Context: an optimization exercise on an open-source flow, tuned for small area, a short achievable clock period and few clock cycles per item. The choices shown serve that exercise and are no tape-out recipe.
In this exercise RTL edits were held to simulation tests only and were not proved equivalent to the original.

// triangle_tangent_frame
module triangle_tangent_frame (
   input  logic        clock,
   input  logic        reset,
   input  logic        req_valid,
   output logic        req_ready,
   input  logic [31:0] req_pos_x,
   input  logic [31:0] req_pos_y,
   input  logic [31:0] req_pos_z,
   input  logic [31:0] req_tex_u,
   input  logic [31:0] req_tex_v,
   output logic        rsp_valid,
   input  logic        rsp_ready,
   output logic [15:0] rsp_tangent_x,
   output logic [15:0] rsp_tangent_y,
   output logic [15:0] rsp_tangent_z,
   output logic [15:0] rsp_bitan_x,
   output logic [15:0] rsp_bitan_y,
   output logic [15:0] rsp_bitan_z,
   output logic [1:0]  rsp_vertex_slot,
   output logic        rsp_degenerate,
   output logic        rsp_last_of_triangle
);
Size in the first run: about 1800 flip-flops, about 270 I/O pins.
export LEC_CHECK = 0
export CAP_MARGIN = 20
export CORE_MARGIN = 2
export CORE_UTILIZATION = 40
export SETUP_SLACK_MARGIN = 3
export SLEW_MARGIN = 20
create_clock -name core_clock -period 11.0 [get_ports {clock}]
run.sh (not shown) runs the stock make flow with config.mk's settings and CLKGATE_MAP_FILE= SYNTH_SCRIPT=/design/flow/synth_recipe.tcl, a recipe that flattens the netlist after the stock synthesis.
Testbench counts at the start, summed over its fixed seeds: cycles 3,078, triangles 256.
Then changed:
--- a/flow/design.v
+++ b/flow/design.v
@@ -410,26 +410,26 @@
                sbusy_ff[k] <= 1'b1;
             else if (sfree[k]) sbusy_ff[k] <= 1'b0;
          end
          if (m_last) tpar_ff <= !tpar_ff;
          if (m_adv && mcyc_ff == C_LAST) pb_ff <= 1'b1;
          else if (sq_in_valid[1])        pb_ff <= 1'b0;
       end
    end
    always_ff @(posedge clock) begin
       if (m_adv) begin
          acc_ff <= m_y;
          if (mcyc_ff == C_DET) flip_ff <= acc_ff[AW-1];
-         if (mcyc_ff == 5'd1 || mcyc_ff == 5'd4) raw_ff[0] <= m_y;
-         if (mcyc_ff == 5'd2 || mcyc_ff == 5'd5) raw_ff[1] <= m_y;
+         if (mcyc_ff == 5'd2 || mcyc_ff == 5'd5) raw_ff[0] <= acc_ff;
+         if (mcyc_ff == 5'd3 || mcyc_ff == 5'd6) raw_ff[1] <= acc_ff;
          if (mcyc_ff == C_NT || mcyc_ff == C_NB) begin
             sv_ff[nslot][0] <= nz_s0;
             sv_ff[nslot][2] <= nz_s2;
             neg_ff[nslot]   <= nz_neg;
             zero_ff[nslot]  <= nz_zero;
             lz_ff           <= nz_lz;
          end
          if (nz_second) sv_ff[nslot][1] <= nz_s1;
       end
    end
    for (genvar v = 0; v < 2; v++) begin : g_sq
       ttf_sqrt u_sqrt (
The changed run produced a clean layout.
First-iteration DRC count decreases by 1.3%.
Setup slack gets worse by 0.14 ns.
Count of clock-buffer cells in the layout increases by 24.
Global-route usage increases by 0.99 points.
Maximum frequency decreases by 1.5%.
Final cell count stays flat.
Final area increases by 0.48%.
Via count increases by 1.2%.
Register-to-register slack gets worse by 0.14 ns.
Routed wire length increases by 2.5%.
Testbench counts after the change, summed over its fixed seeds: cycles 3,078, triangles 256.

--- another note on this design; it stands on its own ---

run 1:
==> flow/design.v (excerpt) <==
module triangle_tangent_frame (
   input  logic        clock,
   input  logic        reset,
   input  logic        req_valid,
   output logic        req_ready,
   input  logic [31:0] req_pos_x,
   input  logic [31:0] req_pos_y,
   input  logic [31:0] req_pos_z,
   input  logic [31:0] req_tex_u,
   input  logic [31:0] req_tex_v,
   output logic        rsp_valid,
   input  logic        rsp_ready,
   output logic [15:0] rsp_tangent_x,
   output logic [15:0] rsp_tangent_y,
   output logic [15:0] rsp_tangent_z,
   output logic [15:0] rsp_bitan_x,
   output logic [15:0] rsp_bitan_y,
   output logic [15:0] rsp_bitan_z,
   output logic [1:0]  rsp_vertex_slot,
   output logic        rsp_degenerate,
   output logic        rsp_last_of_triangle
);
   localparam int NB = NORM_BITS;
   localparam logic [4:0] C_DET  = 5'd2;
   localparam logic [4:0] C_NT   = 5'd8;
   localparam logic [4:0] C_PEND = 5'd13;   
   localparam logic [4:0] C_NB   = 5'd15;
   localparam logic [4:0] C_PT   = 5'd16;
   localparam logic [4:0] C_LAST = 5'd19;
   logic [1:0]           corner_ff;
   logic [4:0][31:0]     c0_ff;                  
   logic signed [DW-1:0] e0_ff [3];
   logic signed [DW-1:0] e1_ff [3];
   logic signed [DW-1:0] du0_ff, dv0_ff, du1_ff, dv1_ff;
   logic                 pend_ff;                
   logic                 req_fire, prod_busy, c2_fire;
   logic [4:0][31:0]     rv;
   logic signed [DW-1:0] dl [5];
   logic                 mrun_ff;
   logic [4:0]           mcyc_ff;
   logic [AW-1:0]        acc_ff;
   logic [AW-1:0]        raw_ff [3];
   logic                 flip_ff;
   logic [NB-1:0]        sv_ff [2][3];           
   logic [2:0]           neg_ff [2];
   logic                 zero_ff [2];
   logic [1:0]           sbusy_ff;               
   logic [1:0]           sfree;
   logic [AW-1:0]        m_y;
   logic                 m_stall, m_start, m_last, m_adv;
   logic                 is_deg, push_deg, push_t, push_b;
   logic [4:0]           m_nx;
   logic                 m_fetch;
   logic signed [DW-1:0] f_a, f_b, f_dv1;
   logic                 f_sub, f_acc;
   logic signed [DW-1:0] opa_ff;
   logic [3*NBR-1:0]     enc_ff, f_enc;
   logic                 accen_ff;
   logic [1:0]           sq_in_ready, sq_out_valid, sq_out_ready, sq_out_deg;
  ...
make LEC_CHECK=0 ABC_CLOCK_PERIOD_IN_PS=8500 CAP_MARGIN=20 CORE_MARGIN=2 CORE_UTILIZATION=40 SLEW_MARGIN=20 finish   # period 11.0 ns
run.sh (not shown) runs the stock make flow with config.mk's settings and CLKGATE_MAP_FILE= SYNTH_SCRIPT=/design/flow/synth_recipe.tcl, a recipe that flattens the netlist after the stock synthesis.
Run 1 has completed all stages; timing, DRC and antenna checks passed.
Testbench counts of run 1, summed over its fixed seeds: cycles 5,581, triangles 256.
Input-level comparison between run 2 and run 1:
Settings: ABC_CLOCK_PERIOD_IN_PS: 8500 -> unset; SETUP_SLACK_MARGIN: unset -> 3.
--- outcome ---
- Run 2 against run 1: final core area utilization +3.1 points; minimum clock period after layout -1730 ps.
- For run 1, the highest-delay cell along the critical path was o21ai_0, unlike run 2, where it was or4_4.
- Between run 1 and run 2, area added between synthesis and finish increased.
- Count of instances resized after the clock tree is built (higher): run 2
- Run 1 and run 2 ended up with roughly the same worst relative slew slack.
The following lists how run 3 was set up differently from run 2:
Settings: SETUP_SLACK_MARGIN: 3 -> unset.
Findings:
In summary, run 2 completed successfully, with a layout that passed the timing, design-rule and antenna checks.
Having completed the whole flow, run 3 delivered a layout that passed the timing, design-rule and antenna checks.
Compared with run 2, in run 3 number of gates given a new drive strength after cts -611; number of endpoints with negative hold slack in the final report ~0 delta; number of buffers outside the clock class in the layout -500; routed wire length -about 6%.
As far as number of tapcells goes, run 3 and run 2 are indistinguishable; the numbers are identical.
Against run 2, run 3 reports a fraction of area in registers that is higher.
Compared with run 2, run 3 shows a lower wire length of the first global-routing pass.
Changes observed in run 3 relative to run 2: area added between synthesis and finish moved down, relative area of clock buffers and inverters in the final design moved up, met2 demand-to-capacity share in global routing moved down.

==> static timing again, ports no longer ideal <==
The results above use ideal ports. As a check the final layouts listed here were re-extracted and re-timed, cells and wires unchanged. Step 1 sets driving cells, clkbuf_16 on the clock port and buf_2 on the other inputs (assumed; they add their load-dependent delay and slew). Step 2 times the ports against the registers' clock, not the clock port: input delays grow and output delays shrink by t, the midpoint of the rising clock arrivals with the driver on. a / b / c = no drivers / after step 1 / after step 2; a / b = the first two.
run | t, ns | setup slack, ns | worst setup path after step 2 | pins driven straight from the clock port
the first run of note 1 | 1.069 | 1.961 / 1.961 / 1.961 | register to register | 1
the second run of note 1 | 1.096 | 1.823 / 1.823 / 1.823 | register to register | 1
run 1 | 0.978 | 0.908 / 0.908 / 0.908 | register to register | 1
run 2 | 1.023 | 2.637 / 2.637 / 2.637 | register to register | 1
run 3 | 0.978 | 0.908 / 0.908 / 0.908 | register to register | 1
After both steps every run listed still meets setup and hold.
